What follows belongs to an exercise in optimizing a design on an open flow for small area, a short achievable clock period and few clock cycles per item; a production flow would make more cautious choices.
Function was checked by simulation only, so behaviour that the tests miss may differ from the original.

==> flow/design.v <==
module mc_alu #(
    parameter int unsigned WIDTH = 64,
    parameter int unsigned CNT_W = $clog2(WIDTH + 1)
) (
    input  logic             clk,
    input  logic             rst,
    input  logic             in_valid,
    output logic             in_ready,
    input  logic [3:0]       ctl,
    input  logic [WIDTH-1:0] a,
    input  logic [WIDTH-1:0] b,
    output logic             out_valid,
    input  logic             out_ready,
    output logic [WIDTH-1:0] out,
    output logic             zero,
    output logic             carry,
    output logic             dz
);
    localparam int LW = 65;    
    function automatic logic [6:0] lzc64(input logic [63:0] v);
        logic [63:0] c1;    
        logic [47:0] c2;    
        logic [31:0] c3;    
        logic [19:0] c4;    
        logic [11:0] c5;    
        logic [31:0] z1;
        logic [15:0] z2;
        logic [7:0]  z3;
        logic [3:0]  z4;
        logic [1:0]  z5;
        for (int i = 0; i < 32; i++) begin
            z1[i] = ~(v[2*i+1] | v[2*i]);
            c1[2*i +: 2] = v[2*i+1] ? 2'd0 : (v[2*i] ? 2'd1 : 2'd2);
        end
        for (int i = 0; i < 16; i++) begin
            z2[i] = z1[2*i+1] & z1[2*i];
            c2[3*i +: 3] = z1[2*i+1] ? {1'b0, c1[2*(2*i) +: 2]} + 3'd2 : {1'b0, c1[2*(2*i+1) +: 2]};
        end
        for (int i = 0; i < 8; i++) begin
            z3[i] = z2[2*i+1] & z2[2*i];
            c3[4*i +: 4] = z2[2*i+1] ? {1'b0, c2[3*(2*i) +: 3]} + 4'd4 : {1'b0, c2[3*(2*i+1) +: 3]};
        end
        for (int i = 0; i < 4; i++) begin
            z4[i] = z3[2*i+1] & z3[2*i];
            c4[5*i +: 5] = z3[2*i+1] ? {1'b0, c3[4*(2*i) +: 4]} + 5'd8 : {1'b0, c3[4*(2*i+1) +: 4]};
        end
        for (int i = 0; i < 2; i++) begin
            z5[i] = z4[2*i+1] & z4[2*i];
            c5[6*i +: 6] = z4[2*i+1] ? {1'b0, c4[5*(2*i) +: 5]} + 6'd16 : {1'b0, c4[5*(2*i+1) +: 5]};
        end
        lzc64 = z5[1] ? {1'b0, c5[5:0]} + 7'd32 : {1'b0, c5[11:6]};
    endfunction
    function automatic logic [11:0] booth4(input logic [8:0] v);
        logic [3:0] one, two, neg;
        for (int j = 0; j < 4; j++) begin
            one[j] = v[2*j+1] ^ v[2*j];
            two[j] = (v[2*j+2] & ~v[2*j+1] & ~v[2*j]) | (~v[2*j+2] & v[2*j+1] & v[2*j]);
            neg[j] = v[2*j+2] & ~(v[2*j+1] & v[2*j]);
        end
        booth4 = {one, two, neg};
    endfunction
    function automatic logic [LW-1:0] booth_pp(input logic one, input logic two, input logic neg,
                                               input logic [63:0] x);
        booth_pp = (({LW{one}} & {1'b0, x}) | ({LW{two}} & {x, 1'b0})) ^ {LW{neg}};
    endfunction
    logic          s2_valid;    
    logic          bres;        
    logic          ov_q;        
    logic          first;       
    logic [6:0]    cnt;
    logic          o_add, o_sub, o_mul, o_div, o_rem, o_shl, o_shr, o_dz, c_def, c_amb;
    logic [3:0]    tt;          
    logic [5:0]    r_q;         
    logic [6:0]    t_q;         
    logic [63:0]   X, Y, H;
    logic [LW-1:0] Ls, Lc;      
    logic          cin_q, cf_use, cf_const, dz_b, rem_b;
    logic [3:0]    b_one, b_two, b_neg;
    logic [63:0]   out_q;
    logic          zero_q, carry_q, dz_q;
    logic [3:0]  op;
    logic        b_zero, b_big, is_mul;
    logic [3:1]  za, zb;
    logic [2:0]  nch_a, nch_b, nch_m;
    logic        mswap;
    logic [63:0] mplier, malign;
    logic [11:0] bc_a [1:4];
    logic [11:0] bc_b [1:4];
    logic [11:0] bc_m;
    logic [6:0]  lza, lzb, s_div;
    logic [7:0]  s_dif, lzsum;
    logic [5:0]  r_n;
    logic [6:0]  t_n;
    always_comb begin
        op = ctl;
        if (ctl == 4'd0 || ctl > 4'd11) op = 4'd1;
        is_mul = (op == 4'd3);
    end
    always_comb begin
        b_zero = (b == '0);
        b_big  = |b[63:6];
        za     = {|a[63:48], |a[47:32], |a[31:16]};
        zb     = {|b[63:48], |b[47:32], |b[31:16]};
        nch_a  = za[3] ? 3'd4 : za[2] ? 3'd3 : za[1] ? 3'd2 : 3'd1;
        nch_b  = zb[3] ? 3'd4 : zb[2] ? 3'd3 : zb[1] ? 3'd2 : 3'd1;
        mswap  = (nch_b < nch_a);             
        nch_m  = mswap ? nch_b : nch_a;
        mplier = mswap ? b : a;
        case (nch_m)
            3'd1:    malign = {mplier[15:0], 48'd0};
            3'd2:    malign = {mplier[31:0], 32'd0};
            3'd3:    malign = {mplier[47:0], 16'd0};
            default: malign = mplier;
        endcase
        bc_a[1] = booth4({a[15:8], a[7]});   bc_b[1] = booth4({b[15:8], b[7]});
        bc_a[2] = booth4({a[31:24], a[23]}); bc_b[2] = booth4({b[31:24], b[23]});
        bc_a[3] = booth4({a[47:40], a[39]}); bc_b[3] = booth4({b[47:40], b[39]});
        bc_a[4] = booth4({a[63:56], a[55]}); bc_b[4] = booth4({b[63:56], b[55]});
        case (nch_m)
            3'd1:    bc_m = mswap ? bc_b[1] : bc_a[1];
            3'd2:    bc_m = mswap ? bc_b[2] : bc_a[2];
            3'd3:    bc_m = mswap ? bc_b[3] : bc_a[3];
            default: bc_m = mswap ? bc_b[4] : bc_a[4];
        endcase
        lza   = lzc64(a);
        lzb   = lzc64(b);
        s_dif = {1'b0, lzb} - {1'b0, lza} + 8'd2;             
        s_div = s_dif[7] ? 7'd0 : {1'b0, s_dif[6:1]};         
        lzsum = {1'b0, lza} + {1'b0, lzb};
        if (op == 4'd4) begin
            r_n = 6'd0 - b[5:0];
            t_n = {1'b0, b[5:0]};
        end else if (op == 4'd5) begin
            r_n = b[5:0];
            t_n = 7'd64 - {1'b0, b[5:0]};
        end else begin
            r_n = {s_div[4:0], 1'b0};
            t_n = 7'd64 - {s_div[5:0], 1'b0};
        end
    end
    logic        c_free, b_move, b_free, step, last, done, accept;
    logic [LW-1:0] pp0, pp1, pp2, pp3, m1, m2, sa, ca, sb, cb, sc, cc, sd, cd;
    logic [63:0]   ms, mc;
    always_comb begin
        pp0 = booth_pp(b_one[0], b_two[0], b_neg[0], X);
        pp1 = booth_pp(b_one[1], b_two[1], b_neg[1], X) << 2;
        pp2 = booth_pp(b_one[2], b_two[2], b_neg[2], X) << 4;
        pp3 = booth_pp(b_one[3], b_two[3], b_neg[3], X) << 6;
        ms  = first ? (X & {64{Y[63]}}) : Ls[63:0];
        mc  = first ? 64'd0 : Lc[63:0];
        m1  = {ms[56:0], 1'b0, b_neg[3], 1'b0, b_neg[2], 1'b0, b_neg[1], 1'b0, b_neg[0]};
        m2  = {mc[56:0], 8'd0};
        sa  = pp3 ^ pp2 ^ pp1;
        ca  = {((pp3 & pp2) | (pp3 & pp1) | (pp2 & pp1)), 1'b0};
        sb  = m1 ^ m2 ^ pp0;
        cb  = {((m1 & m2) | (m1 & pp0) | (m2 & pp0)), 1'b0};
        sc  = sa ^ ca ^ sb;
        cc  = {((sa & ca) | (sa & sb) | (ca & sb)), 1'b0};
        sd  = sc ^ cc ^ cb;
        cd  = {((sc & cc) | (sc & cb) | (cc & cb)), 1'b0};
    end
    logic [65:0] rs;
    logic [67:0] d1, d2, d3, t1, t2, t3s, t3c;
    logic [68:0] d3f;
    logic        ge1, ge2, ge3;
    logic [1:0]  qd;
    logic [63:0] H_next;
    always_comb begin
        rs     = {H, Ls[63:62]};
        d1     = {2'b00, rs} - {4'b0000, X};
        d2     = {2'b00, rs} - {3'b000, X, 1'b0};
        t1     = {2'b00, rs};
        t2     = ~{4'b0000, X};
        t3s    = t1 ^ t2 ^ ~{3'b000, X, 1'b0};
        t3c    = {((t1 & t2) | (t1 & ~{3'b000, X, 1'b0}) | (t2 & ~{3'b000, X, 1'b0})), 1'b1};
        t3c    = t3c;
        d3f    = {t3s, 1'b1} + {t3c[67:0], 1'b1};
        d3     = d3f[68:1];
        ge1    = ~d1[67];
        ge2    = ~d2[67];
        ge3    = ~d3[67];
        qd     = {ge2, ge3 | (ge1 & ~ge2)};
        H_next = ge3 ? d3[63:0] : ge2 ? d2[63:0] : ge1 ? d1[63:0] : rs[63:0];
    end
    logic [63:0] rot, msk, rot_lo, rot_hi, lres;
    always_comb begin
        rot = Y;
        for (int k = 0; k < 6; k++)
            if (r_q[k]) rot = (rot >> (1 << k)) | (rot << (64 - (1 << k)));
        for (int i = 0; i < 64; i++) msk[i] = (7'(i) < t_q);
        rot_lo = rot & msk;
        rot_hi = rot & ~msk;
        for (int i = 0; i < 64; i++) lres[i] = tt[{X[i], Y[i]}];
    end
    always_comb begin
        if (o_mul)      last = (cnt == 7'd1);
        else if (o_div) last = first ? (cnt == 7'd0) : (cnt == 7'd1);
        else            last = 1'b1;
        c_free   = ~ov_q | out_ready;
        b_move   = bres & c_free;
        b_free   = ~bres | c_free;
        step     = s2_valid & b_free;
        done     = step & last;
        in_ready = ~s2_valid | done;
        accept   = in_valid & in_ready;
    end
    always_ff @(posedge clk or posedge rst) begin
        if (rst) begin
            s2_valid <= 1'b0;
            bres     <= 1'b0;
            ov_q     <= 1'b0;
        end else begin
            s2_valid <= accept | (s2_valid & ~done);
            bres     <= done | (bres & ~b_move);
            ov_q     <= b_move | (ov_q & ~out_ready);
        end
    end
    always_ff @(posedge clk) begin
        if (accept) begin
            o_add <= (op == 4'd1) || (op == 4'd2);
            o_sub <= (op == 4'd2);
            o_mul <= is_mul;
            o_div <= (op == 4'd6 || op == 4'd11) && !b_zero;
            o_rem <= (op == 4'd11);
            o_shl <= (op == 4'd4) && !b_big;
            o_shr <= (op == 4'd5) && !b_big;
            o_dz  <= (op == 4'd6 || op == 4'd11) && b_zero;
            c_def <= (lzsum <= 8'd62);
            c_amb <= (lzsum == 8'd63);
            r_q   <= r_n;
            t_q   <= t_n;
            case (op)
                4'd6:    tt <= 4'b1111;    
                4'd7:    tt <= 4'b0101;    
                4'd8:    tt <= 4'b1000;    
                4'd9:    tt <= 4'b1110;    
                4'd10:   tt <= 4'b0110;    
                4'd11:   tt <= 4'b1010;    
                default: tt <= 4'b0000;    
            endcase
            first <= 1'b1;
            if (is_mul) begin
                X   <= mswap ? a : b;
                cnt <= {3'b000, nch_m, 1'b0};
            end else begin
                X   <= b;
                cnt <= s_div;
            end
        end else if (step) begin
            first <= 1'b0;
            if (o_mul || (o_div && !first)) cnt <= cnt - 7'd1;
        end
    end
    always_ff @(posedge clk) begin
        if (accept) begin
            Y <= is_mul ? malign : a;
            {b_one, b_two, b_neg} <= is_mul ? bc_m : 12'd0;
        end else if (step && o_mul) begin
            Y <= {Y[55:0], 8'd0};
            {b_one, b_two, b_neg} <= booth4(Y[55:47]);
        end
    end
    always_ff @(posedge clk) begin
        if (step) begin
            dz_b  <= o_dz;
            rem_b <= o_div & o_rem;
            if (o_mul) begin
                Ls       <= sd;
                Lc       <= cd;
                cin_q    <= 1'b0;
                cf_use   <= c_amb;
                cf_const <= c_def;
            end else if (o_div) begin
                cin_q    <= 1'b0;
                cf_use   <= 1'b0;
                cf_const <= 1'b0;
                Lc       <= '0;
                if (first) begin
                    Ls <= {1'b0, rot_hi};
                    H  <= rot_lo;
                end else begin
                    Ls <= {1'b0, Ls[61:0], qd};
                    H  <= H_next;
                end
            end else begin
                cin_q    <= o_sub;
                cf_use   <= o_add;
                cf_const <= 1'b0;
                if (o_add)      Ls <= {1'b0, Y};
                else if (o_shl) Ls <= {1'b0, rot_hi};
                else if (o_shr) Ls <= {1'b0, rot_lo};
                else            Ls <= {1'b0, lres};
                Lc <= o_add ? ({1'b0, X} ^ {LW{o_sub}}) : '0;
            end
        end
    end
    logic [LW:0]   sum1;
    logic [LW-1:0] sum;
    logic [63:0]   zp, zt;
    logic          zero_sum;
    always_comb begin
        sum1     = {Ls, cin_q} + {Lc, 1'b1};
        sum      = sum1[LW:1];
        zp       = Ls[63:0] ^ Lc[63:0];
        zt       = {Ls[62:0] | Lc[62:0], cin_q};
        zero_sum = (zp == zt);
    end
    always_ff @(posedge clk) begin
        if (b_move) begin
            out_q   <= rem_b ? H : sum[63:0];
            zero_q  <= rem_b ? (H == '0) : zero_sum;
            carry_q <= cf_const | (cf_use & sum[64]);
            dz_q    <= dz_b;
        end
    end
    assign out_valid = ov_q;
    assign out       = out_q;
    assign zero      = zero_q;
    assign carry     = carry_q;
    assign dz        = dz_q;
endmodule
==> flow/run.sh <==
#!/bin/bash
# synth_recipe.tcl (not shown) runs the flow's synth.tcl, then flattens the netlist and writes it again
# the make line also repeats each setting of config.mk as NAME=value (left out here)
make -C /OpenROAD-flow-scripts/flow DESIGN_CONFIG=/design/flow/config.mk WORK_HOME=/design/flow/orfs CLKGATE_MAP_FILE= SYNTH_SCRIPT=/design/flow/synth_recipe.tcl finish
==> flow/config.mk <==
export PLATFORM = sky130hd
export DESIGN_NAME = mc_alu
export DESIGN_NICKNAME = mc_alu
export VERILOG_FILES = /design/flow/design.v
export SDC_FILE = /design/flow/constraint.sdc
export NUM_CORES = 4
export LEC_CHECK = 0
export CAP_MARGIN = 20
export CORE_MARGIN = 2
export CORE_UTILIZATION = 40
export SLEW_MARGIN = 20
==> flow/constraint.sdc <==
create_clock -name core_clock -period 6.0 [get_ports {clk}]
set_input_delay 1.2000 -clock core_clock [delete_from_list [all_inputs] [get_ports {clk}]]
set_output_delay 1.2000 -clock core_clock [all_outputs]
set_load 0.01 [all_outputs]
==> impl.org, run 1 <==
** Status
- Run status :: finished clean

** Place
- Input and output buffers added on the ports amount to 204.
- The congestion estimate from routability-driven global placement came to 1.09.
- After legalization and detailed placement, the total HPWL measured 308 mm.
- Once placement completed, the tool counted placed cells totaling 10400.
- Area post-placement :: 0.0747 mm2

** Global route
- Entering global routing, the biggest net connects 104 pins.
- For this run, global-route usage on met3 was measured as 15.0%.
- Number of antenna violations at the first check in global routing :: 31
- After global routing the overflow that remains totals 0.
- Total GRT Usage :: 44.0%
- Global-route wire length before repair :: 526 mm
- Vias in the first global route :: 66600
- In this run the most used layer during global routing was met2.
- Global routing consumed, on the met2 layer, 65.7% of the routing resources.
- For this run, global-route usage on met1 was measured as 50.7%.

** Yosys
- Distinct cell type count after synthesis :: 100
- Post-synth net total :: 8817
- Portion of the post-synthesis area used by sequential elements :: 20.0%
- Synthesized-area fraction occupied by adder cells :: 16.6%
- Post-synth EDFFs :: 439
- Yosys warns :: 3
- Proportion of register bits with asynchronous set or reset after synthesis :: 0.677%
- Dominant combinational cell family by area after synthesis :: compound AO/OA/AOI/OAI gates
- Flops & latches, synth :: 443
- The synthesized netlist devotes 14.2% of its cell area to simple gates.
- Primary FF master, synth :: sky130_fd_sc_hd__edfxtp_1
- Synthesis produced 7980 cells.
- Post-Synth XOR/XNOR Area :: 7.78%
- Mean cell area of the mapped netlist :: 8.33 um2
- Post-synthesis instance area :: 0.0664 mm2
- The portion of synthesized area spent on multiplexers is 10.5%.
- The synthesized netlist devotes 23.2% of its cell area to compound gates.

** Clock tree
- TritonCTS built the clock tree.
- Clock buffers created by TritonCTS :: 60
- Total number of clock tree sinks :: 443
- H-tree levels :: 2
- Clock Path Buffers :: 3
- Clock-pin slew was measured on the worst setup and hold paths at 0.06 ns.
- Clock root cell :: sky130_fd_sc_hd__clkbuf_16
- In this run, post-CTS hold repair placed 0 buffers.
- Clock latency on the worst-skew pair, taken at its later pin, is 0.78 ns.

** Floorplanning
- For this configuration, the core starts out at a cell density of 40.3%.
- Area of the die :: 0.169 mm2
- Total I/O pin count :: 205
- In this run the standard cell core region covers 0.165 mm2.
- Die X :: 412 um
- Standard-cell row count :: 149
- Die Span Y :: 412 um

** Layout
- In the final layout, the share of cells above drive strength 1 is 14.1%.
- Leaving out fill and tap cells, the most frequent cells in the layout are 894 x sky130_fd_sc_hd__nand2_1, 666 x sky130_fd_sc_hd__buf_4, 635 x sky130_fd_sc_hd__a21oi_1, 622 x sky130_fd_sc_hd__inv_1, 547 x sky130_fd_sc_hd__nor2_1.
- Area of the multi-input gates :: 0.0482 mm2
- The area growth from synthesis to layout is 15.7%.
- Post-route design area :: 0.0769 mm2
- Number of nets in the final layout :: 9150
- Final Util :: 46.6%
- The finished layout holds 10600 standard cells, fillers aside.
- In the final layout, flip-flops and latches occupy 0.0133 mm2.
- The library cell used most frequently in the layout, excluding fill and tap cells, is sky130_fd_sc_hd__nand2_1.
- Fill cells in the final layout number 16200.

** Worst setup path
- The critical path is of the input port to register type.
- The worst setup path is captured at a register.
- Data on the critical path is required at its endpoint by 6.44 ns.
- STA classifies the critical path startpoint as an input port.
- Maximum fanout count along the critical path :: 4
- For the worst setup path, the data arrival time is 6.14 ns.

** Routing
- Number of design-rule violations left by the first detailed-router iteration :: 10700
- In the routed design, unresolved DRC markers number 0.
- Detail-routed via count per cell :: 6.66
- The first detailed-routing pass ran for 28 iterations.
- The final layout contains routed wiring with a total length of 382 mm.
- Across all layers, the routed design uses 70300 vias.
- Number of nets still failing antenna checks after routing :: 0
- In the final routed layout, each cell accounts on average for 36.2 um.

** Run
- Max-cap check violation count :: 0

** STA
- Max_slew headroom :: 16.6%
- Transition time of the tightest slew-check pin :: 1.25 ns
- Final worst path period share :: 94.9%
- Setup repair after global routing left no endpoint under its margin.
- Hold slack :: 0.417 ns
- Subtracting the final worst setup slack from the clock period gives 5.69 ns.
- Final count of negative-setup-slack endpoints :: 0
- Final max-slew violation count :: 0
- Maximum frequency from static timing analysis :: 176 MHz
- Clock skew on the completed layout was measured at 0.0819 ns.
- The final hold violation count was 0.

** Worst hold path
- The path class of the tightest hold or removal check is register to register.
-- routing by layer --
| metal | wire (um) | share of wire, % |
|---|---|---|
| met1 | 134000 | 35 |
| met5 | 293 | 0.077 |
| met2 | 161000 | 42 |
| met4 | 41300 | 11 |
| met3 | 45400 | 12 |
-- worst paths after layout --
kind | startpoint | slack, ns | cells past startpoint | end
worst min-delay path | o_dz$_DFFE_PP_ | 0.42 | 0 | dz_b$_DFFE_PP_
worst max register to register | X[1]$_DFFE_PP_ | 0.31 | 19 | H[38]$_DFFE_PP_
min in group asynchronous | rst | 0.66 | 2 | ov_q$_DFF_PP0_
worst min register to register | o_dz$_DFFE_PP_ | 0.42 | 0 | dz_b$_DFFE_PP_
max in group asynchronous | rst | 5.21 | 2 | bres$_DFF_PP0_
worst max-delay path | b[51] | 0.31 | 25 | t_q[5]$_DFFE_PP_
-- worst max-delay path, stage by stage --
cell	delay, ns
sky130_fd_sc_hd__clkdlybuf4s50_1	0.43
sky130_fd_sc_hd__nor4_1	0.31
sky130_fd_sc_hd__buf_4	0.16
sky130_fd_sc_hd__nand2_1	0.10
sky130_fd_sc_hd__or4_1	0.50
sky130_fd_sc_hd__a21oi_1	0.15
sky130_fd_sc_hd__o31ai_1	0.09
sky130_fd_sc_hd__buf_4	0.16
sky130_fd_sc_hd__o41ai_2	0.08
sky130_fd_sc_hd__buf_4	0.21
sky130_fd_sc_hd__ha_1	0.24
sky130_fd_sc_hd__ha_1	0.24
sky130_fd_sc_hd__fa_1	0.39
sky130_fd_sc_hd__a21oi_1	0.15
sky130_fd_sc_hd__o21bai_1	0.12
sky130_fd_sc_hd__a21o_1	0.20
sky130_fd_sc_hd__a21oi_1	0.17
sky130_fd_sc_hd__xnor2_1	0.23
sky130_fd_sc_hd__nand2_1	0.18
sky130_fd_sc_hd__ha_1	0.24
sky130_fd_sc_hd__nand3_1	0.10
sky130_fd_sc_hd__xor2_1	0.16
sky130_fd_sc_hd__nand2_1	0.08
sky130_fd_sc_hd__o21ai_0	0.12
sky130_fd_sc_hd__a21oi_1	0.09
-- kinds of logic (layout without fill, tap and decap cells) --
| group | after synthesis | after routing |
|---|---|---|
| AND/OR/NAND/NOR | 2118 | 2118 |
| other | 0 | 13 |
| flip-flops | 443 | 443 |
| XOR/XNOR | 590 | 590 |
| buffers and inverters | 1284 | 1664 |
| AO/OA/AOI/OAI | 2399 | 2399 |
| multiplexers | 445 | 445 |
| adder cells (fa/ha/maj) | 701 | 701 |
-- sequential cells by signal, indices dropped and copies added (netlist names), 5 cells and up --
register / flops
out_q: 64
X: 64
Y: 64
H: 64
Ls: 65
r_q: 5
Lc: 65
t_q: 7
cnt: 7
-- per-stage QoR --
stage / setup WS, ns / setup TNS (ns)
6_report: 0.308 / 0
5_1_grt: 0.00797 / 0
4_1_cts: 0.0908 / 0
3_5_place_dp: -0.574 / -4.18
3_3_place_gp: -0.563 / -3.76
2_1_floorplan: 0.414 / 0
-- synth_stat cells, drive strengths merged (194+ instances only) --
cell / instances / area share, %
a21oi: 640 / 4.9
a22oi: 309 / 3.5
clkbuf: 490 / 2.8
edfxtp: 439 / 20
fa: 300 / 9.0
ha: 401 / 7.6
inv: 626 / 3.5
nand2: 900 / 5.1
nor2: 555 / 3.2
o21ai: 567 / 4.3
xnor2: 396 / 5.2
xor2: 194 / 2.6
-- final cells by class --
cell class / instances / area share, %
Antenna cell: 13 / 0.0423
Clock buffer: 62 / 1.96
Clock inverter: 47 / 0.721
Inverter: 627 / 3.08
Multi-Input combinational cell: 6253 / 62.7
Sequential cell: 443 / 17.3
Tap cell: 2189 / 3.56
Timing Repair Buffer: 928 / 10.7
-- what timing repair did --
item                                    4_1_cts  5_1_grt
setup buffers                                 0        0
endpoints found under the setup margin        0        4
resized for setup                             0        4
Testbench counts, summed over its fixed seeds: cycles 9,979, items 3,200.
==> run 2: changes to the inputs <==
--- a/flow/design.v
+++ b/flow/design.v
@@ -64,6 +64,7 @@
         booth_pp = (({LW{one}} & {1'b0, x}) | ({LW{two}} & {x, 1'b0})) ^ {LW{neg}};
     endfunction
     logic          s2_valid;    
+    logic          div_itq;     
     logic          bres;        
     logic          ov_q;        
     logic          first;       
@@ -160,14 +161,24 @@
         cd  = {((sc & cc) | (sc & cb) | (cc & cb)), 1'b0};
     end
     logic [65:0] rs;
-    logic [67:0] d1, d2, d3, t1, t2, t3s, t3c;
+    logic [67:0] ca_x, cb_x, csum;
+    logic [68:0] csum1;
+    logic        cci, div_it;       
+    always_comb begin
+        div_it = div_itq;
+        ca_x   = div_it ? {2'b00, H, Ls[63:62]} : {3'b000, Ls};
+        cb_x   = div_it ? ~{4'b0000, X} : {3'b000, Lc};
+        cci    = div_it | cin_q;
+        csum1  = {ca_x, cci} + {cb_x, 1'b1};
+        csum   = csum1[68:1];
+    end
+    logic [67:0] d2, d3, t1, t2, t3s, t3c;
     logic [68:0] d3f;
     logic        ge1, ge2, ge3;
     logic [1:0]  qd;
     logic [63:0] H_next;
     always_comb begin
         rs     = {H, Ls[63:62]};
-        d1     = {2'b00, rs} - {4'b0000, X};
         d2     = {2'b00, rs} - {3'b000, X, 1'b0};
         t1     = {2'b00, rs};
         t2     = ~{4'b0000, X};
@@ -176,11 +187,11 @@
         t3c    = t3c;
         d3f    = {t3s, 1'b1} + {t3c[67:0], 1'b1};
         d3     = d3f[68:1];
-        ge1    = ~d1[67];
+        ge1    = ~csum[67];         
         ge2    = ~d2[67];
         ge3    = ~d3[67];
         qd     = {ge2, ge3 | (ge1 & ~ge2)};
-        H_next = ge3 ? d3[63:0] : ge2 ? d2[63:0] : ge1 ? d1[63:0] : rs[63:0];
+        H_next = ge3 ? d3[63:0] : ge2 ? d2[63:0] : ge1 ? csum[63:0] : rs[63:0];
     end
     logic [63:0] rot, msk, rot_lo, rot_hi, lres;
     always_comb begin
@@ -209,7 +220,9 @@
             s2_valid <= 1'b0;
             bres     <= 1'b0;
             ov_q     <= 1'b0;
+            div_itq  <= 1'b0;
         end else begin
+            div_itq  <= ~accept & s2_valid & ~done & o_div & ~(first & ~step) & ~(bres & ~b_move);
             s2_valid <= accept | (s2_valid & ~done);
             bres     <= done | (bres & ~b_move);
             ov_q     <= b_move | (ov_q & ~out_ready);
@@ -294,13 +307,11 @@
             end
         end
     end
-    logic [LW:0]   sum1;
     logic [LW-1:0] sum;
     logic [63:0]   zp, zt;
     logic          zero_sum;
     always_comb begin
-        sum1     = {Ls, cin_q} + {Lc, 1'b1};
-        sum      = sum1[LW:1];
+        sum      = csum[LW-1:0];
         zp       = Ls[63:0] ^ Lc[63:0];
         zt       = {Ls[62:0] | Lc[62:0], cin_q};
         zero_sum = (zp == zt);
==> run 2 against run 1 <==
Against the previous run:
- cell area shrank 3.8%
- highest routed layer unchanged
==> impl.org, run 2 <==
** Status
- The run finished with no timing, DRC or antenna violations.

** Global route
- The first global-routing pass estimated 480 mm of wire.
- Total GRT Usage :: 41.1%
- Maximum number of pins on one net before global-route repair :: 88
- Global route total overflow :: 0
- Number of antenna violations at the first check in global routing :: 20
- The via count of the first global-routing pass is 62100.

** Clock tree
- Quantity of gates resized following cts :: 0
- Post-CTS setup buffer count :: 0
- After clock tree synthesis, the clock-pin slew on the worst setup and hold paths is 0.06 ns.
- Later-pin clock latency in the skew report :: 0.72 ns
- In this run the deepest clock path goes through 3 buffers.
- CTS built an H-tree with a depth of 3.
- TritonCTS created 68 clock buffers.
- For this design, the sink count on the clock tree is 444.
- CTS tree :: built
- Clock root cell :: sky130_fd_sc_hd__clkbuf_16
- For this design, the CTS-stage hold fixing added 0 buffers.

** STA
- Final worst path period share :: 95.5%
- Transition time of the tightest slew-check pin :: 1.26 ns
- Final count of negative-setup-slack endpoints :: 0
- The final hold violation count was 0.
- Maximum frequency from static timing analysis :: 175 MHz
- Hold slack :: 0.419 ns
- Final max-slew violation count :: 0
- RSZ-0062 raised after global routing :: no
- Measured against its own limit, the worst slew margin works out to 15.5%.
- Subtracting the final worst setup slack from the clock period gives 5.73 ns.
- The clock arrives with 0.0434 ns of skew.

** Run
- Max-cap violations in this run came to 0.

** Worst setup path
- STA classifies the critical path endpoint as a register.
- Element type at the critical path start :: input port
- Crit path buffers/inverters :: 2
- In this design, the largest share of critical-path delay is due to compound AO/OA/AOI/OAI gates.
- The critical path is of the input port to register type.
- STA puts the critical path data required time at 6.43 ns.
- At the worst endpoint, the arrival time is 6.16 ns.
- Sequence of cells on the critical path :: clkdlybuf4s50_1 > nor4_4 > nand4_1 > or4_1 > o21ai_2 > a22oi_1 > o22ai_1 > buf_4 > ha_1 > ha_1 > fa_1 > a21oi_1 > o21bai_1 > a21o_1 > a21oi_1 > xnor2_2 > nand2_1 > ha_1 > xnor2_1 > nor2_1 > o32a_1
- The largest single stage delay on the critical path is 0.53 ns.
- Among all stages on the critical path, the largest delay is contributed by sky130_fd_sc_hd__or4_1.
- Most used cell, CP :: sky130_fd_sc_hd__ha_1
- Maximum fanout count along the critical path :: 4

** Place
- After detailed placement, the design holds a cell count of 9843.
- Port buffering added 204 buffers.
- Routability Congestion :: 1.06
- Half-perimeter wire length of the detailed placement result :: 274 mm

** Layout
- Layout Area Growth over Synthesis :: 15.1%
- Non-filler instance count after layout :: 9974
- Final Util :: 46.2%
- Leaving out fill and tap cells, the most frequent cell in the layout is sky130_fd_sc_hd__nand2_1.
- Number of nets in the final layout :: 8603
- The largest registers in the layout are Lc x65, Ls x65.
- Summing all flip-flop and latch instances after layout gives 0.0133 mm2.
- Summing all multi-input logic gate instances after layout gives 0.0462 mm2.
- Most frequent cells in the layout :: 753 x sky130_fd_sc_hd__nand2_1, 605 x sky130_fd_sc_hd__inv_1, 600 x sky130_fd_sc_hd__buf_4, 578 x sky130_fd_sc_hd__a21oi_1, 536 x sky130_fd_sc_hd__nor2_1
- Share of layout cells above drive strength 1 :: 14.8%
- The filler cells instantiated in the layout total 15700.

** Yosys
- Synthesized netlist cell count :: 7535
- The number of nets handed over by synthesis was 8311.
- Share of Yosys cell area claimed by the top area cell type :: 20.5%
- Counting flops with a built-in enable in the synthesized netlist gives 439.
- In this run, synthesis produced a sequential element count of 444.
- Proportion of register bits with asynchronous set or reset after synthesis :: 0.901%
- Library cell with the highest instance count after synthesis :: sky130_fd_sc_hd__nand2_1
- Cell taking the most area after synthesis :: sky130_fd_sc_hd__edfxtp_1
- The share of the Yosys chip area taken by registers is 20.7%.
- The number of different library cells used by synthesis comes to 108.
- Ranked by instance count, the synthesized netlist is headed by 756 x sky130_fd_sc_hd__nand2_1, 608 x sky130_fd_sc_hd__inv_1, 580 x sky130_fd_sc_hd__a21oi_1, 542 x sky130_fd_sc_hd__nor2_1, 477 x sky130_fd_sc_hd__o21ai_0.
- The synthesized netlist occupies a cell area of 0.0642 mm2.
- Dividing the synthesized area by the synthesized cell count gives 8.53 um2.
- Yosys warns :: 3
- Dominant cells by area after synthesis :: sky130_fd_sc_hd__edfxtp_1 21%, sky130_fd_sc_hd__fa_1 9.3%, sky130_fd_sc_hd__mux4_2 6.7%
- In the synthesized netlist the dominant register cell turns out to be sky130_fd_sc_hd__edfxtp_1.

** Floorplanning
- The die is 405 um tall.
- Standard-cell row count :: 147
- Effective utilization at floorplan :: 40.1%
- Area of the die :: 0.164 mm2
- The region available for standard cell placement spans 0.160 mm2.
- Total I/O pin count :: 205
- Die X :: 405 um

** Routing
- Final routed DRC violation total :: 0
- Initial DRT Pass Iterations :: 6
- Detail-routed via count per cell :: 6.59
- The count of nets left with antenna violations once routing finished came out at 0.
- Vias after detailed routing :: 65800
- Detail-routed net length per standard cell :: 34.5 um
- For this block, the initial DRC count from the detailed router was 10100.
- Total wirelength of the detailed-routed design :: 345 mm

** Worst hold path
- The worst hold path belongs to the class register to register.
[run 2: changes by cell type in the layout (fill, tap and decap cells not counted), moves of 24 or more]
cell                       before  now
sky130_fd_sc_hd__mux2_2        73  140
sky130_fd_sc_hd__buf_4        666  600
sky130_fd_sc_hd__o31ai_1       51   24
sky130_fd_sc_hd__xor2_1       193  154
sky130_fd_sc_hd__nand2_1      894  753
sky130_fd_sc_hd__o21ai_1       28   72
sky130_fd_sc_hd__a21oi_1      635  578
sky130_fd_sc_hd__o21ai_0      534  474
sky130_fd_sc_hd__o211ai_1      69   45
sky130_fd_sc_hd__ha_1         401  341
sky130_fd_sc_hd__mux2i_1      177  211
[run 2: kinds of logic after synthesis]
logic type,share of synthesized area [%]
muxes,12.4
AOI/OAI and AO/OA,21.9
buffers and inverters,7.48
xor gates and xnor gates,7.69
adders and majority gates,16.0
DFF,20.7
and+or+nand+nor,13.9
[run 2: layout make-up]
cell class	count	share of cell area (%)
Clock inverter	44	0.526
Tap cell	2086	3.53
Timing Repair Buffer	839	9.80
Sequential cell	444	18.0
Inverter	614	3.13
Clock buffer	80	2.42
Multi-Input combinational cell	5860	62.6
Antenna cell	7	0.0237
[run 2: stage by stage]
step           setup slack [ns]  TNS [ns]  cell area (um2)
3_5_place_dp             -0.567     -3.85            71700
5_1_grt                 0.00671         0            73900
4_1_cts                   0.130         0            73900
3_3_place_gp             -0.531     -3.18            71700
6_report                  0.270         0            73900
2_1_floorplan             0.285         0            64200
[run 2: path summary, 6_finish.rpt]
check	cells after the start	endpoint	startpoint	slack [ns]
min in group asynchronous	2	s2_valid$_DFF_PP0_	rst	0.71
min reg2reg	0	dz_b$_DFFE_PP_	o_dz$_DFFE_PP_	0.42
max reg2reg	17	H[62]$_DFFE_PP_	div_itq$_DFF_PP0_	0.36
max in group asynchronous	2	div_itq$_DFF_PP0_	rst	5.12
min	0	dz_b$_DFFE_PP_	o_dz$_DFFE_PP_	0.42
max	21	t_q[3]$_DFFE_PP_	b[30]	0.27
[run 2: routing by layer]
metal	wire length (um)	share of wire, %	global-route usage [%]
met5	128	0.037	0
met4	25100	7.3	25.0
met1	134000	39	53.6
met2	142000	41	59.2
met3	43200	13	12.8
Testbench counts of run 2, summed over its fixed seeds: cycles 9,979, items 3,200.
==> run 3: changes to the inputs <==
--- a/flow/config.mk
+++ b/flow/config.mk
@@ -8,4 +8,5 @@
 export CAP_MARGIN = 20
 export CORE_MARGIN = 2
 export CORE_UTILIZATION = 40
+export SETUP_SLACK_MARGIN = 0.2
 export SLEW_MARGIN = 20
==> run 3 against run 2 <==
Against the previous run:
- still clean on timing, DRC and antenna
- cell area about the same
- fmax up 1.7%
- via count shrank 0.31%
- global-route usage stayed put
- clock-buffer cell count unchanged
==> impl.org, run 3 <==
** Routing
- Final routed DRC violation total :: 0
- The first routing iteration left 9860 violations.
- Initial DRT Pass Iterations :: 9
- In the final routed layout, each cell accounts on average for 34.5 um.
- Total wirelength of the detailed-routed design :: 344 mm
- The routed layout has 65500 vias.
- Dividing the detail-routed via count by the number of cells gives 6.57.
- In this run the remaining antenna-violating nets after routing total 0.

** Clock tree
- CTS tree :: built
- Clock transition at the register clock pins on the worst setup and hold paths after CTS :: 0.06 ns
- In this run, CTS created clock tree buffers numbering 68.
- At the later pin of the worst-skew pair, clock insertion delay measures 0.73 ns.
- Counting along the longest clock path gives a buffer depth of 3.
- Once the clock tree was built, the setup fixing pass inserted 0 buffers.
- The tree is rooted in a sky130_fd_sc_hd__clkbuf_16.
- The H-tree was split into 3 levels.
- Total number of clock tree sinks :: 444

** Place
- The wire-length estimate of the detail-placed layout is 274 mm.
- In this run the tool buffered the top-level ports with 204 buffer cells.
- Before CTS, the worst setup slack after placement is -0.567 ns.
- Routability-driven placement finished with a final weighted congestion of 1.06.

** Worst setup path
- The critical path runs through a total of 17 cells.
- STA puts the critical path data arrival time at 6.07 ns.
- Worst r2r dst :: H[62]$_DFFE_PP_
- Counting stages on the worst path, the most repeated cell is sky130_fd_sc_hd__buf_4.
- The number of cells on the worst reg-to-reg path is 17.
- Required time reported for the critical path endpoint :: 6.44 ns
- Setup slack on the worst reg-to-reg path comes out at 0.37 ns.
- Tracing the worst setup path back leads to its startpoint at div_itq$_DFF_PP0_.
- Master of the slowest instance on the critical path :: sky130_fd_sc_hd__dfrtp_4
- In this run the worst path has a maximum fanout of 39.
- Element type at the critical path start :: register
- Start of the worst register-to-register path :: div_itq$_DFF_PP0_
- Sequence of cells on the critical path :: buf_12 > buf_4 > mux2i_1 > ha_1 > a21oi_1 > o21ai_1 > a21o_1 > a311o_1 > nor3_2 > a2111oi_4 > nor3_4 > buf_4 > nor2_4 > buf_4 > nand4_1 > o211ai_1 > a221o_1
- Crit path buffers/inverters :: 4
- The worst setup path is of the register to register kind.
- For this run, the slowest stage of the critical path takes 0.76 ns.
- In this run the worst setup path terminates at H[62]$_DFFE_PP_.
- Dominant delay contributor by cell family on the critical path :: compound AO/OA/AOI/OAI gates
- Critical Path End Type :: register

** Floorplanning
- Effective utilization at floorplan :: 40.1%
- Die X :: 405 um
- Area of the die :: 0.164 mm2
- Standard-cell row count :: 147
- For this design the top-level I/O count stands at 205.
- The floorplan step defined a core boundary enclosing 0.160 mm2.
- Die Span Y :: 405 um

** Layout
- Layout Area Growth over Synthesis :: 15.1%
- The library cell used most frequently in the layout, excluding fill and tap cells, is sky130_fd_sc_hd__nand2_1.
- Counting the fill cells in the layout gives 15700.
- The largest registers in the layout are Lc x65, Ls x65.
- Cells fill 46.2% of the core in the end.
- In the layout the commonest cells are 752 x sky130_fd_sc_hd__nand2_1, 605 x sky130_fd_sc_hd__inv_1, 600 x sky130_fd_sc_hd__buf_4, 576 x sky130_fd_sc_hd__a21oi_1, 536 x sky130_fd_sc_hd__nor2_1.
- In the final layout, the share of cells above drive strength 1 is 14.9%.
- In the final design database the tool counted 8603 nets.

** Yosys
- During synthesis, Yosys emitted a total of 3 warnings.
- The biggest area contributor in the post-synthesis netlist is sky130_fd_sc_hd__edfxtp_1.
- Dominant cells by area after synthesis :: sky130_fd_sc_hd__edfxtp_1 21%, sky130_fd_sc_hd__fa_1 9.3%, sky130_fd_sc_hd__mux4_2 6.7%
- The synthesized design contains 444 register bits.
- The commonest cells after synthesis are 756 x sky130_fd_sc_hd__nand2_1, 608 x sky130_fd_sc_hd__inv_1, 580 x sky130_fd_sc_hd__a21oi_1, 542 x sky130_fd_sc_hd__nor2_1, 477 x sky130_fd_sc_hd__o21ai_0.
- Synthesized netlist cell count :: 7535
- Sequential elements use 20.7% of the synthesized area.
- Post-synth net total :: 8311
- Primary FF master, synth :: sky130_fd_sc_hd__edfxtp_1
- Library cell with the highest instance count after synthesis :: sky130_fd_sc_hd__nand2_1
- The share of synthesized area in the top cell type comes to 20.5%.
- In the synthesized netlist the async set-or-reset flop fraction comes to 0.901%.
- The mapped netlist covers 0.0642 mm2.
- A synthesized cell averages 8.53 um2.
- The netlist uses 108 different library cells.
- Post-synth EDFFs :: 439

** STA
- The worst path meets setup with 0.367 ns of slack.
- The final hold violation count came to 0.
- Measured against its own limit, the worst slew margin works out to 14.3%.
- The smallest clock period supported by the final layout is computed as 5.63 ns.
- The worst path uses 93.9% of the clock period.
- RSZ-0062 raised after global routing :: no
- Final count of negative-setup-slack endpoints :: 0
- Final max-slew violation count :: 0
- Clock skew on the completed layout was measured at 0.0469 ns.
- Maximum frequency from static timing analysis :: 178 MHz
- Transition time of the tightest slew-check pin :: 1.27 ns

** Global route
- Entering global routing, the biggest net connects 88 pins.
- Total GRT Usage :: 41.1%
- The total overflow left after global routing is 0.
- Global-route wire length before repair :: 480 mm
- Number of antenna violations at the first check in global routing :: 20
- The via count of the first global-routing pass came to 62100.

** Worst hold path
- Path class of the lowest-slack min-delay path :: register to register

** Status
- The flow ran to the end and the layout has no timing, DRC or antenna violations.

** Run
- Across the run, the number of max-cap violations was 0.
run 3: worst min-delay path by stage:
stage / start / end / cells past startpoint
6_report: o_dz$_DFFE_PP_ / dz_b$_DFFE_PP_ / 0
4_1_cts: o_dz$_DFFE_PP_ / dz_b$_DFFE_PP_ / 0
2_1_floorplan: o_dz$_DFFE_PP_ / dz_b$_DFFE_PP_ / 0
5_1_grt: o_dz$_DFFE_PP_ / dz_b$_DFFE_PP_ / 0
3_3_place_gp: o_dz$_DFFE_PP_ / dz_b$_DFFE_PP_ / 0
3_5_place_dp: dz_b$_DFFE_PP_ / dz_q$_DFFE_PP_ / 0
run 3: logic make-up (layout without fill, tap and decap cells):
kind of cell	count (synthesis)	after routing	share of synthesized area, %
AOI/OAI and AO/OA	2175	2175	21.9
and+or+nand+nor	1939	1939	13.9
buffers and inverters	1231	1577	7.48
adders and majority gates	640	640	16.0
xor gates and xnor gates	564	564	7.69
muxes	542	542	12.4
DFF	444	444	20.7
other	0	10	0
run 3: layout make-up:
class,instances,area [um2],share of cell area (%)
Inverter,614,2320,3.13
Clock inverter,44,389,0.526
Antenna cell,10,25.0,0.0338
Clock buffer,80,1790,2.42
Timing Repair Buffer,839,7250,9.80
Tap cell,2086,2610,3.53
Sequential cell,444,13300,18.0
Multi-Input combinational cell,5860,46300,62.6
run 3: metrics by stage:
stage / cell area [um2] / hold slack, ns / TNS [ns] / instances
3_5_place_dp: 71700 / 0.408 / -3.85 / 9843
2_1_floorplan: 64200 / 0.400 / 0 / 7535
3_3_place_gp: 71700 / 0.405 / -3.18 / 9843
5_1_grt: 73900 / 0.423 / 0 / 9967
4_1_cts: 73900 / 0.422 / 0 / 9967
6_report: 74000 / 0.420 / 0 / 9977
run 3: what timing repair did:
action,CTS,global route
gates resized for setup,3,13
setup endpoints to repair,2,9
hold buffers,0,0
pin swaps,0,2
run 3: per-layer routing:
metal | track usage (%) | up-vias | wire, um
li1 | - | 27800 | -
met1 | 53.6 | 32300 | 134000
met2 | 59.2 | 4640 | 142000
met3 | 12.8 | 823 | 43600
met4 | 25.0 | 20 | 24700
met5 | 0 | - | 115
==> run 4: changes to the inputs <==
--- a/flow/design.v
+++ b/flow/design.v
@@ -136,7 +136,7 @@
             t_n = 7'd64 - {1'b0, b[5:0]};
         end else begin
             r_n = {s_div[4:0], 1'b0};
-            t_n = 7'd64 - {s_div[5:0], 1'b0};
+            t_n = s_dif[7] ? 7'd64 : (7'd62 + lza - lzb + {6'd0, lza[0] ^ lzb[0]});
         end
     end
     logic        c_free, b_move, b_free, step, last, done, accept;
--- a/flow/config.mk
+++ b/flow/config.mk
@@ -8,5 +8,5 @@
 export CAP_MARGIN = 20
 export CORE_MARGIN = 2
 export CORE_UTILIZATION = 40
-export SETUP_SLACK_MARGIN = 0.2
+export SETUP_SLACK_MARGIN = 0.5
 export SLEW_MARGIN = 20
==> run 4 against run 3 <==
Against the previous run:
- still clean
- first-iteration DRC count up 11%
- cell count up 0.34%
- fmax up 3.6%
- non-clock buffer count down 113
- critical path depth down 2
- synthesized area down 0.56%
- utilization down 0.16 points
- hold slack worse by 0.043 ns
- setup slack better by 0.20 ns
- critical path type unchanged
- critical endpoint is now H[60]$_DFFE_PP_
- largest cell class unchanged
==> impl.org, run 4 <==
** Status
- Run status :: finished clean

** Routing
- In the routed design, unresolved DRC markers number 0.
- Initial DRT Pass Iterations :: 8
- After detailed routing, the number of vias per cell comes to 6.71.
- Number of design-rule violations left by the first detailed-router iteration :: 10900
- Detail-routed net length per standard cell :: 34.9 um
- Number of nets still failing antenna checks after routing :: 0
- Wires add up to 349 mm.
- Vias after detailed routing :: 67200

** Worst setup path
- The worst setup path is of the register to register kind.
- Worst r2r dst :: H[60]$_DFFE_PP_
- Start of the worst register-to-register path :: X[36]$_DFFE_PP_
- Data on the critical path is required at its endpoint by 6.45 ns.
- Element type at the critical path start :: register
- Maximum fanout count along the critical path :: 8
- For the worst setup path, the data arrival time is 5.89 ns.
- Measured in cells, the most critical reg-to-reg path has a length of 15.
- Critical Path End Type :: register
- FF-to-FF setup slack :: 0.56 ns

** STA
- The final hold violation count is 0.
- For the pin with the worst max-slew slack, the measured transition is 1.26 ns.
- Across the routed clock network, the largest skew measured is 0.0670 ns.
- In the finished design, the share of the clock period the worst path needs comes to 90.6%.
- Hold slack :: 0.377 ns
- Setup repair after global routing could not meet its margin everywhere.
- Measured against its own limit, the worst slew margin works out to 15.0%.
- Smallest setup slack after layout :: 0.565 ns
- The final-report max-slew violation count was 0.
- Post-layout minimum cycle time :: 5.44 ns
- Derived from the worst setup path, the maximum achievable clock frequency is 184 MHz.
- Setup violations remaining at the end of the flow were counted as 0.

** Floorplanning
- 205 I/O pins were placed.
- The floorplan has 146 rows.
- The core region is 0.159 mm2.
- In this run the vertical extent of the chip is 404 um.
- The die covers 0.163 mm2.
- For this configuration, the core starts out at a cell density of 40.3%.
- Die X :: 404 um

** Worst hold path
- Endpoint of the worst hold-timing path :: dz_b$_DFFE_PP_
- Worst hold start :: o_dz$_DFFE_PP_
- Hold Crit Depth :: 0
- The worst hold path belongs to the class register to register.

** Clock tree
- TritonCTS built the clock tree.
- Total number of clock tree sinks :: 444
- Later-pin clock latency in the skew report :: 0.74 ns
- Clock Path Buffers :: 3
- Clock root cell :: sky130_fd_sc_hd__clkbuf_16
- The number of clock buffers added by TritonCTS is 61.
- In this run the number of H-tree levels came out at 2.
- Clock transition at the register clock pins on the worst setup and hold paths after CTS :: 0.06 ns

** Layout
- The library cells used most frequently in the layout, excluding fill and tap cells, are 956 x sky130_fd_sc_hd__nand2_1, 627 x sky130_fd_sc_hd__o21ai_0, 612 x sky130_fd_sc_hd__inv_1, 589 x sky130_fd_sc_hd__a21oi_1, 517 x sky130_fd_sc_hd__nor2_1.
- Share of layout cells above drive strength 1 :: 12.2%
- FILL cells :: 15700
- Top Registers :: Lc x65, Ls x65
- Final Util :: 46.1%
- Compared with the post-synthesis result, the final layout area differs by 14.3%.
- Post-route design area :: 0.0730 mm2
- Leaving out fill and tap cells, the most frequent cell in the layout is sky130_fd_sc_hd__nand2_1.
- Number of nets in the final layout :: 8655

** Global route
- The via count of the first global-routing pass was 63700.
- The initial antenna violation count was 25.
- Global route total overflow :: 0
- Total GRT Usage :: 41.7%
- Global-route wire length before repair :: 487 mm
- Entering global routing, the biggest net connects 119 pins.

** Yosys
- Sorting the synthesized cells by area gives the leading types as sky130_fd_sc_hd__edfxtp_1 21%, sky130_fd_sc_hd__fa_1 9.4%, sky130_fd_sc_hd__ha_1 6.8%.
- Library cell with the highest instance count after synthesis :: sky130_fd_sc_hd__nand2_1
- Flops & latches, synth :: 444
- Most used standard cells in the synthesized netlist :: 962 x sky130_fd_sc_hd__nand2_1, 629 x sky130_fd_sc_hd__o21ai_0, 615 x sky130_fd_sc_hd__inv_1, 592 x sky130_fd_sc_hd__a21oi_1, 518 x sky130_fd_sc_hd__nor2_1
- Cell taking the most area after synthesis :: sky130_fd_sc_hd__edfxtp_1
- Post-synthesis instance area :: 0.0639 mm2
- Portion of the post-synthesis area used by sequential elements :: 20.8%
- Post-synth EDFFs :: 439
- Synthesis produced a netlist whose cell count is 7724.
- Distinct cell type count after synthesis :: 88
- Of the post-synthesis cell area, the dominant cell type holds 20.6%.
- Yosys warns :: 3
- Post-synth net total :: 8507
- A synthesized cell averages 8.27 um2.
- Primary FF master, synth :: sky130_fd_sc_hd__edfxtp_1
- In the synthesized netlist the async set-or-reset flop fraction comes to 0.901%.

** Place
- Detailed placement ended at an HPWL of 270 mm.
- Routability Congestion :: 1.05
- PortBufs :: 204
- The placed instances occupy a cell area of 0.0706 mm2.
- Placement-stage worst setup slack :: -0.130 ns

** Run
- Max-cap check violation count :: 0
[run 4: cell families after synthesis]
group | share of synthesized area, %
AOI/OAI and AO/OA | 22.6
xor gates and xnor gates | 7.75
DFF | 20.8
muxes | 11.0
buffers and inverters | 7.50
and+or+nand+nor | 14.2
adders and majority gates | 16.2
[run 4: critical path, cell delays in order (launching register included)]
cell,delay [ns]
sky130_fd_sc_hd__edfxtp_1,0.73
sky130_fd_sc_hd__inv_1,0.29
sky130_fd_sc_hd__fa_1,0.51
sky130_fd_sc_hd__ha_1,0.44
sky130_fd_sc_hd__a21oi_1,0.28
sky130_fd_sc_hd__a21oi_1,0.13
sky130_fd_sc_hd__a211oi_1,0.35
sky130_fd_sc_hd__o31ai_1,0.26
sky130_fd_sc_hd__a221oi_2,0.50
sky130_fd_sc_hd__a31oi_1,0.26
sky130_fd_sc_hd__buf_4,0.24
sky130_fd_sc_hd__o211ai_1,0.20
sky130_fd_sc_hd__a21oi_1,0.11
sky130_fd_sc_hd__o41ai_2,0.54
sky130_fd_sc_hd__a221oi_2,0.19
sky130_fd_sc_hd__o211a_1,0.16
[run 4: timing repair]
action | CTS | global route
hold buffers | 0 | 0
setup buffers | 0 | 6
cloned | 0 | 0
pin swaps | 0 | 3
setup endpoints to repair | 5 | 80
resized for setup | 3 | 29
[run 4: final cells by class]
class | count | area (um2) | share of cell area (%)
sequential | 444 | 13300 | 18.2
multi-input combinational | 6019 | 46000 | 63.1
antenna | 16 | 40.0 | 0.0548
clock buffer | 64 | 1540 | 2.11
inverter | 620 | 2330 | 3.20
clock inverter | 50 | 554 | 0.759
tap | 2072 | 2590 | 3.55
timing repair buffer | 726 | 6610 | 9.06
[run 4: through the flow]
| step | std cells | TNS, ns |
|---|---|---|
| final | 10000 | 0 |
| after global routing | 9995 | 0 |
| after CTS | 9989 | 0 |
| after detailed placement | 9875 | -0.787 |
| after global placement | 9875 | -2.03 |
| after floorplan | 7724 | 0 |
[run 4: layer usage]
metal | up-vias | GRT usage [%] | share of wire, %
met5 | - | 0.476 | 0.10
met4 | 34 | 24.3 | 7.2
met3 | 1068 | 14.1 | 14
met2 | 5194 | 60.0 | 41
met1 | 32800 | 54.1 | 38
li1 | 28100 | - | -
[run 4: how the worst max path moves through the flow]
stage | startpoint | slack [ns] | cells past startpoint | to
floorplan | a[59] | 0.68 | 19 | Y[61]$_DFFE_PP_
global placement | b[39] | -0.23 | 24 | t_q[6]$_SDFFCE_PP0P_
detailed placement | b[39] | -0.13 | 24 | t_q[6]$_SDFFCE_PP0P_
CTS | X[39]$_DFFE_PP_ | 0.48 | 16 | H[60]$_DFFE_PP_
global route | b[38] | 0.47 | 25 | cnt[2]$_DFFE_PP_
finish | X[36]$_DFFE_PP_ | 0.56 | 15 | H[60]$_DFFE_PP_
Testbench counts of run 4, summed over its fixed seeds: cycles 9,979, items 3,200.
==> run 5: changes to the inputs <==
--- a/flow/config.mk
+++ b/flow/config.mk
@@ -7,6 +7,6 @@
 export LEC_CHECK = 0
 export CAP_MARGIN = 20
 export CORE_MARGIN = 2
-export CORE_UTILIZATION = 40
-export SETUP_SLACK_MARGIN = 0.5
+export CORE_UTILIZATION = 55
+export SETUP_SLACK_MARGIN = 0.6
 export SLEW_MARGIN = 20
==> run 5 against run 4 <==
Against the previous run:
- die area down 27%
- critical path depth rose by 1
- register-to-register slack better by 0.12 ns
- synthesized cell count is the same
==> impl.org, run 5 <==
** Yosys
- Portion of the post-synthesis area used by sequential elements :: 20.8%
- Cell taking the most area after synthesis :: sky130_fd_sc_hd__edfxtp_1
- Counting distinct cell types in the post-synthesis netlist gives 88.
- Counting every net in the synthesized netlist gives 8507.
- Dividing the synthesized area by the synthesized cell count gives 8.27 um2.
- Sorting the synthesized cells by area gives the leading types as sky130_fd_sc_hd__edfxtp_1 21%, sky130_fd_sc_hd__fa_1 9.4%, sky130_fd_sc_hd__ha_1 6.8%.
- Post-synth EDFFs :: 439
- Most used standard cells in the synthesized netlist :: 962 x sky130_fd_sc_hd__nand2_1, 629 x sky130_fd_sc_hd__o21ai_0, 615 x sky130_fd_sc_hd__inv_1, 592 x sky130_fd_sc_hd__a21oi_1, 518 x sky130_fd_sc_hd__nor2_1
- Among all flip-flop cells after synthesis, the most frequent one is sky130_fd_sc_hd__edfxtp_1.
- The most common cell in the synthesized netlist is sky130_fd_sc_hd__nand2_1.
- Synthesis inferred 444 register bits.
- In the synthesized netlist, the number of instances is 7724.
- During synthesis, Yosys emitted a total of 3 warnings.
- Summing every instance area after synthesis gives 0.0639 mm2.
- Share of Yosys cell area claimed by the top area cell type :: 20.6%
- Of all flip-flops after synthesis, the portion carrying an async set or reset was 0.901%.

** Worst setup path
- Critical Path End Type :: register
- CP Data Arrival Time :: 5.73 ns
- Of all nets on the critical path, the largest fanout is 29.
- Most used cell, CP :: sky130_fd_sc_hd__o21ai_0
- First element of the critical path :: div_itq$_DFF_PP0_
- The critical path goes through buf_16 > buf_4 > o21ai_0 > ha_1 > a21oi_1 > o211ai_1 > and3_1 > o311a_1 > o21ai_1 > nand3_1 > a41oi_4 > buf_12 > nand2b_1 > nand2_1 > o21ai_0 > o21ai_0.
- The number of buffers and inverters on the critical path is 3.
- For this run, the slowest stage of the critical path takes 0.63 ns.
- Master of the slowest instance on the critical path :: sky130_fd_sc_hd__dfrtp_4
- The startpoint identified for the worst register-to-register timing path is div_itq$_DFF_PP0_.
- Worst Reg-to-Reg Cells :: 16
- By startpoint and endpoint, the worst setup path is classified as register to register.
- The critical path runs through a total of 16 cells.
- For the worst setup path, the data required time is 6.42 ns.
- Dominant delay contributor by cell family on the critical path :: compound AO/OA/AOI/OAI gates
- The worst setup path is launched from a register.

** Clock tree
- Later-pin clock latency in the skew report :: 0.73 ns
- H-tree levels :: 2
- Clock transition at the register clock pins on the worst setup and hold paths after CTS :: 0.07 ns
- Clock Path Buffers :: 3
- Buffers inserted during clock tree synthesis total 56.
- The tree is rooted in a sky130_fd_sc_hd__clkbuf_16.
- TritonCTS built the clock tree.
- The tree built by TritonCTS fans out to 444 sinks.

** Routing
- Initial DRT Pass Iterations :: 22
- The detailed router placed 69300 vias in this run.
- In the final routed layout, each cell accounts on average for 35.1 um.
- Total wirelength of the detailed-routed design :: 329 mm
- Number of design-rule violations left by the first detailed-router iteration :: 13400
- Dividing the detail-routed via count by the number of cells gives 7.40.
- In this run the remaining antenna-violating nets after routing total 0.
- Final routed DRC violation total :: 0

** Layout
- The library cells used most frequently in the layout, excluding fill and tap cells, are 957 x sky130_fd_sc_hd__nand2_1, 624 x sky130_fd_sc_hd__o21ai_0, 611 x sky130_fd_sc_hd__inv_1, 589 x sky130_fd_sc_hd__a21oi_1, 515 x sky130_fd_sc_hd__nor2_1.
- Relative to the synthesized area, the layout overhead comes to 11.3%.
- Share of layout cells above drive strength 1 :: 10.9%
- FILL cells :: 9864
- At the end of the flow, the number of nets in the layout was 8560.
- In the final layout, the registers with the most flip-flops are Lc x65, Ls x65.
- Cells fill 61.5% of the core in the end.
- Most common library cell in the layout ignoring fill and taps :: sky130_fd_sc_hd__nand2_1
- For this run, the number of standard cells in the final layout without fillers is 9370.

** Floorplanning
- The core region is 0.116 mm2.
- Die X :: 345 um
- Total I/O pin count :: 205
- Standard-cell row count :: 125
- Area of the die :: 0.119 mm2
- Effective utilization at floorplan :: 55.2%
- Die Span Y :: 345 um

** Worst hold path
- Counting instances, the worst hold path has a depth of 0.
- Path class of the lowest-slack min-delay path :: register to register
- The worst hold path begins at o_dz$_DFFE_PP_.

** STA
- Worst clock skew :: 0.0625 ns
- Post-layout minimum cycle time :: 5.31 ns
- Setup total negative slack on the finished layout was measured at 0 ns.
- Final count of negative-setup-slack endpoints :: 0
- RSZ-0062 raised after global routing :: no
- On the final layout, the worst hold slack is 0.438 ns.
- Of the available clock period, the critical path in the final layout requires 88.6%.
- Transition time of the tightest slew-check pin :: 1.26 ns
- Final Hold Fails :: 0
- Final max-slew violation count :: 0
- Maximum frequency from static timing analysis :: 188 MHz
- Max_slew headroom :: 15.5%

** Place
- Routability Congestion :: 1.13
- Half-perimeter wire length of the detailed placement result :: 249 mm
- PortBufs :: 204
- Cells after DPL :: 9237

** Global route
- In the global route stage, overall resource usage came out at 54.0%.
- The via count of the first global-routing pass came to 65000.
- The total overflow left after global routing is 0.
- The first global-routing pass estimated 463 mm of wire.
- Maximum number of pins on one net before global-route repair :: 129
- The initial antenna violation count came to 35.

** Run
- The tool flagged a number of max-cap violations equal to 0.

** Status
- The flow ran to the end and the layout has no timing, DRC or antenna violations.
[run 5: cell types whose count changed in the layout (fill, tap and decap cells not counted), moves of 4 or more]
| cell | change |
|---|---|
| sky130_fd_sc_hd__buf_12 | -22 |
| sky130_fd_sc_hd__buf_4 | -69 |
| sky130_fd_sc_hd__clkbuf_1 | +4 |
| sky130_fd_sc_hd__clkbuf_16 | -4 |
| sky130_fd_sc_hd__clkinv_4 | -6 |
| sky130_fd_sc_hd__diode_2 | +8 |
[run 5: routing by layer]
metal	routed length [um]	vias up	global-route usage (%)	share of wire, %
met5	802	-	3.29	0.24
met4	34000	42	40.1	10
met3	57600	2097	28.3	17
met2	129000	6796	74.6	39
met1	108000	32500	63.1	33
li1	-	27900	-	-
[run 5: cell type report]
class	count	area, um2	share of cell area [%]
diodes	24	60.1	0.0844
clock buffers	65	1470	2.06
clock inverters	38	398	0.559
inverters	620	2330	3.28
multi-input cells	6019	46000	64.6
flip-flops and latches	444	13300	18.7
well taps	1524	1910	2.68
repair buffers	636	5680	7.99
[run 5: path summary, 6_finish.rpt]
path / to / slack, ns
max reg2reg: Ls[0]$_DFFE_PP_ / 0.69
max: Ls[0]$_DFFE_PP_ / 0.69
min reg2reg: dz_b$_DFFE_PP_ / 0.44
min: dz_b$_DFFE_PP_ / 0.44
min in group asynchronous: ov_q$_DFF_PP0_ / 0.69
max in group asynchronous: div_itq$_DFF_PP0_ / 5.13
[run 5: through the flow]
stage               setup WS, ns  instance area (um2)
floorplan                  0.683                63900
global placement         -0.0984                69000
detailed placement        -0.202                69000
CTS                        0.615                70900
global route               0.572                71100
finish                     0.686                71100
[run 5: cells by family (layout without fill, tap and decap cells)]
logic type | after synthesis | count (layout) | synth area share (%)
multiplexers | 452 | 452 | 11.0
adder cells (fa/ha/maj) | 647 | 647 | 16.2
AND/OR/NAND/NOR | 2061 | 2061 | 14.2
XOR/XNOR | 565 | 565 | 7.75
other | 0 | 24 | 0
flip-flops | 444 | 444 | 20.8
AO/OA/AOI/OAI | 2294 | 2294 | 22.6
buffers and inverters | 1261 | 1359 | 7.50
[run 5: what timing repair did]
item	CTS	global route
endpoints found under the hold margin	0	0
buffers inserted	4	1
gates resized for setup	5	23
hold buffers	0	0
pin swaps	1	8
gates cloned	1	0
endpoints found under the setup margin	32	79

==> static timing again, ports no longer ideal <==
In the flow no input, the clock included, has a driving cell. The finished layouts below were timed again as built, in two steps. Step 1 sets driving cells, clkbuf_16 on the clock port and buf_2 on the other inputs (assumed; they add their load-dependent delay and slew). Step 2 adds t to the input delays and takes it off the output delays; t is the mean of the earliest and latest rising clock arrival at the registers after step 1. Input paths then give back, and output paths get back, about the clock's delay inside the block. Three values: ideal ports, drivers, drivers and shift; two values: the first two.
run	shift t [ns]	slack for setup (ns)	worst setup path at the end	worst slew at a driven data input, ns	pins driven straight from the clock port
run 1	0.837	0.308 / 0.311 / -0.470	input to register	0.08	1
run 2	0.791	0.270 / 0.339 / -0.452	input to register	0.06	1
run 3	0.793	0.367 / 0.367 / -0.324	input to register	0.06	1
run 4	0.783	0.565 / 0.565 / -0.004	input to register	0.08	1
run 5	0.786	0.686 / 0.686 / 0.125	input to register	0.09	1
With both steps, setup timing fails in run 1, run 2, run 3 and run 4, where it was met with ideal ports. For run 1, which loses most, drivers alone change the setup slack by +0.003 ns; drivers and shift together by -0.778 ns.
